Background: an optimization exercise with open tools, aiming at small area, a short achievable clock period and few clock cycles per item. Do not read the settings as production practice.
At most, simulation tests tie the RTL to the original design; equivalence was not proved.
Power and IR drop assume default switching activity.

xenon:
## accum_drain_scheduler
module accum_drain_scheduler
#(
  parameter int DW        = 16,
  parameter int NUM_COLS  = 16,
  parameter int HAZ_DEPTH = ACC_PIPE_DEPTH
) (
  input  logic                       clk,
  input  logic                       rst_n,
  input  logic                       vec_valid,
  output logic                       vec_ready,
  input  logic [NUM_COLS*DW-1:0]     vec_flat,
  input  logic [NUM_COLS-1:0]        cmap,
  input  logic [NUM_COLS*OMAP_W-1:0] omap_flat,
  output logic [DW-1:0]              partial_out,
  output logic [3:0]                 col_id,
  output logic                       partial_valid,
  output logic [NUM_COLS-1:0]        cmap_out,
  output logic [NUM_COLS*OMAP_W-1:0] omap_out,
  output logic                       busy,
  output logic                       done,
  output logic [15:0]                stall_cnt
);
For scale: ~2,700 cells after synthesis, about 29,000 sq um of cells after synthesis.
Settings: LEC_CHECK=0, CAP_MARGIN=20, CORE_MARGIN=2, CORE_UTILIZATION=55, CTS_CLUSTER_DIAMETER=80, CTS_CLUSTER_SIZE=20, PLACE_DENSITY=0.7, SETUP_SLACK_MARGIN=3.3, SLEW_MARGIN=20, TNS_END_PERCENT=5; clock period 6.0 ns.
standard.sh (not shown) runs the stock make flow with config.mk's settings and CLKGATE_MAP_FILE= SYNTH_SCRIPT=/design/flow/synth_recipe.tcl, a recipe that flattens the netlist after the stock synthesis.
==> flow/flow/run.sh <==
#!/bin/bash
# Standard layout, but the port buffers are the platform's smallest buffer instead of the
# delay buffer buffer_ports picks by default; repair still resizes any that need it.
set -euo pipefail
cd "$(dirname "$0")/.."
bash standard.sh BUFFER_PORTS_ARGS="-buffer_cell sky130_fd_sc_hd__buf_1" finish > run_standard.log 2>&1
xenon: full flow OK, the timing, design-rule and antenna checks passed
The inputs of nickel differ from those of xenon as listed below.
Settings: CTS_CLUSTER_DIAMETER removed (was 80); CTS_CLUSTER_SIZE removed (was 20).
==> flow/flow/run.sh <==
#!/bin/bash
# Standard layout, except:
#  - the port buffers are the platform's smallest buffer instead of the delay buffer
#    buffer_ports picks by default; repair still resizes any that need it;
#  - clock tree synthesis adds no dummy loads.
set -euo pipefail
cd "$(dirname "$0")/.."
bash standard.sh \
  BUFFER_PORTS_ARGS="-buffer_cell sky130_fd_sc_hd__buf_1" \
  CTS_ARGS="-sink_clustering_enable -repair_clock_nets -dont_use_dummy_load -sink_clustering_size 20 -sink_clustering_max_diameter 80" \
  finish > run_standard.log 2>&1
==> comparison <==
- Taking xenon as the reference, in nickel internal power of the cells dropped 0.72%; final-layout fill cell count dropped about 1.1%.
- The count of clock-buffer cells in the layout in xenon is 1.7 times that in nickel.
- nickel and xenon ended up with nearly the same wire length after detailed routing.
- Per the comparison of nickel with xenon, fraction of power spent switching nets about even, number of buffers created by CTS saw little to no change.
- nx_ab_q[12] as the timing endpoint of the critical path was reported by nickel, and vec_q[224] by xenon.
Modified inputs, juniper compared to nickel
Settings: CORE_UTILIZATION: 55 -> 40; SETUP_SLACK_MARGIN: 3.3 -> 3.5; ABC_CLOCK_PERIOD_IN_PS: unset -> 2500; TNS_END_PERCENT: 5 -> unset; PLACE_DENSITY: 0.7 -> unset.
==> flow/flow/run.sh <==
#!/bin/bash
# Standard layout, but the port buffers are the platform's smallest buffer instead of the
# delay buffer buffer_ports picks by default; repair still resizes any that need it.
set -euo pipefail
cd "$(dirname "$0")/.."
bash standard.sh BUFFER_PORTS_ARGS="-buffer_cell sky130_fd_sc_hd__buf_1" finish > run_standard.log 2>&1
## What came out
Lower overall global routing resource usage goes to juniper over nickel.
Diff nickel -> juniper | die boundary height | up by more than 10%
juniper was carried through to the last stage, and its layout satisfied the timing, design-rule and antenna checks.
Taking nickel as the reference point, the utilization after layout of juniper falls by 14 points.
Against nickel, juniper comes in 2.7% higher on fmax.
No run of this note included a check of the RTL's function; only the layout flow was run.

---

Setup of v40:
Another version of the RTL of accum_drain_scheduler (not shown whole).
Size in the first run: about 2700 cells after synthesis, about 780 I/O pins, roughly 29000 µm² of cells after synthesis.
## accum_drain_scheduler
module accum_drain_scheduler
#(
  parameter int DW        = 16,
  parameter int NUM_COLS  = 16,
  parameter int HAZ_DEPTH = ACC_PIPE_DEPTH
) (
  input  logic                       clk,
  input  logic                       rst_n,
  input  logic                       vec_valid,
  output logic                       vec_ready,
  input  logic [NUM_COLS*DW-1:0]     vec_flat,
  input  logic [NUM_COLS-1:0]        cmap,
  input  logic [NUM_COLS*OMAP_W-1:0] omap_flat,
  output logic [DW-1:0]              partial_out,
  output logic [3:0]                 col_id,
  output logic                       partial_valid,
  output logic [NUM_COLS-1:0]        cmap_out,
  output logic [NUM_COLS*OMAP_W-1:0] omap_out,
  output logic                       busy,
  output logic                       done,
  output logic [15:0]                stall_cnt
);
clock: 6.0 ns
lec_check: 0
cap_margin: 20
core_margin: 2
core_utilization: 55
place_density: 0.7
setup_slack_margin: 3.0
slew_margin: 20
tns_end_percent: 5
==> flow/flow/run.sh <==
#!/bin/bash
# Standard layout, except:
#  - the port buffers are the platform's smallest buffer instead of the delay buffer
#    buffer_ports picks by default; repair still resizes any that need it;
#  - clock tree synthesis adds no dummy loads.
set -euo pipefail
cd "$(dirname "$0")/.."
bash standard.sh \
  BUFFER_PORTS_ARGS="-buffer_cell sky130_fd_sc_hd__buf_1" \
  CTS_ARGS="-sink_clustering_enable -repair_clock_nets -dont_use_dummy_load -sink_clustering_size 20 -sink_clustering_max_diameter 80" \
  finish > run_standard.log 2>&1
In summary, v40 completed successfully, with a layout that passed the timing, design-rule and antenna checks.
Testbench counts of v40, summed over its fixed seeds: cycles 76,207, items 3,200.
> inputs changed (v40 -> v3)
- SETUP_SLACK_MARGIN changed from 3.0 to 3.4
- PLACE_DENSITY changed from 0.7 to 0.65
- CORE_UTILIZATION changed from 55 to 50
- TNS_END_PERCENT changed from 5 to 10
## What came out
v3 and v40 ended up with nearly the same number of multi-input combinational cells in the layout. Compared with v40, v3 shows a met3 wirelength from detailed routing that is about 0.9% lower. Between v3 and v40, the clock share of power does not differ in any meaningful way. Cmp v3 vs v40: core utilization lower in v3. Worst clock skew on the final layout was higher in the run labelled v40. Changes observed in v3 relative to v40: shortest clock period the worst path allows after layout shows a reduction of 160 ps, worst hold slack shows an increase of 3.6 ps, share of total power in combinational logic shows an increase of 1.1 points, total power shows an increase of 0.25 mW.
Edits applied to the flow inputs when going from v3 to v50:
- CORE_UTILIZATION now 55, was 50
- PLACE_DENSITY now 0.7, was 0.65
- TNS_END_PERCENT now 5, was 10
- SETUP_SLACK_MARGIN now 3.5, was 3.4
==> results.txt <==
- v50 went all the way through the flow, and no timing, DRC or antenna check failed.
- A destination of the critical timing path of busy_q is what v3 shows, while out_q[11] belongs to v50.
- In v50, worst setup slack is higher than in v3.
- v50 against v3: area of the die now sits lower, height of the chip now sits lower, wire length now sits lower, maximum fanout along the worst path now sits lower, number of design rule violations left after detail routing now sits at about the same level.
- [v50] number of antenna diodes fell 9 relative to v3
The inputs of v54 differ from those of v50 as listed below.
- PLACE_DENSITY removed (was 0.7)
- SETUP_SLACK_MARGIN changed from 3.5 to 3.3
- CORE_UTILIZATION changed from 55 to 40
==> flow/flow/run.sh <==
#!/bin/bash
# Standard layout, but the port buffers are the platform's smallest buffer instead of the
# delay buffer buffer_ports picks by default; repair still resizes any that need it.
set -euo pipefail
cd "$(dirname "$0")/.."
bash standard.sh BUFFER_PORTS_ARGS="-buffer_cell sky130_fd_sc_hd__buf_1" finish > run_standard.log 2>&1
==> comparison <==
- v54 | stages: all done | timing, DRC, antenna: all pass
- Launching element of the worst setup path: in_oh_q[3] -> v54, c_col_q[2] -> v50
- From v50 to v54 the numbers moved as follows: floorplan die area higher; number of nets in the layout did not really move; total half-perimeter wirelength after legalization and detailed placement shows an increase of 3500 µm.

[port drivers added, routing unchanged]
The flow's constraints put no driver on any port. The routed layouts listed below were extracted and timed again, unchanged, in two steps.
Step 1 sets driving cells, clkbuf_16 on the clock port and buf_2 on the other inputs (assumed; they add their load-dependent delay and slew).
Step 2 moves the port delays by t, midway between the first and last clock arrival at a register: inputs arrive t later, outputs are due t later. That takes back most of the time a late clock gives input paths.
a / b / c = no drivers / after step 1 / after step 2; a / b = the first two.
run | t, ns | setup slack, ns | worst register clock-pin slew, ns
xenon | 0.666 | 3.002 / 3.002 / 2.616 | 0.10 / 0.10
nickel | 0.649 | 3.047 / 3.047 / 2.686 | 0.09 / 0.09
juniper | 0.695 | 3.123 / 3.123 / 2.771 | 0.07 / 0.07
v40 | 0.654 | 2.941 / 2.941 / 2.379 | 0.09 / 0.09
v3 | 0.661 | 3.098 / 3.141 / 2.481 | 0.09 / 0.09
v50 | 0.651 | 3.185 / 3.185 / 2.592 | 0.09 / 0.09
v54 | 0.700 | 3.185 / 3.154 / 2.526 | 0.07 / 0.07
After both steps setup and hold are still met in every run listed. The setup slack of v54, which loses most, moves by -0.031 ns with the drivers and by -0.659 ns with both steps.
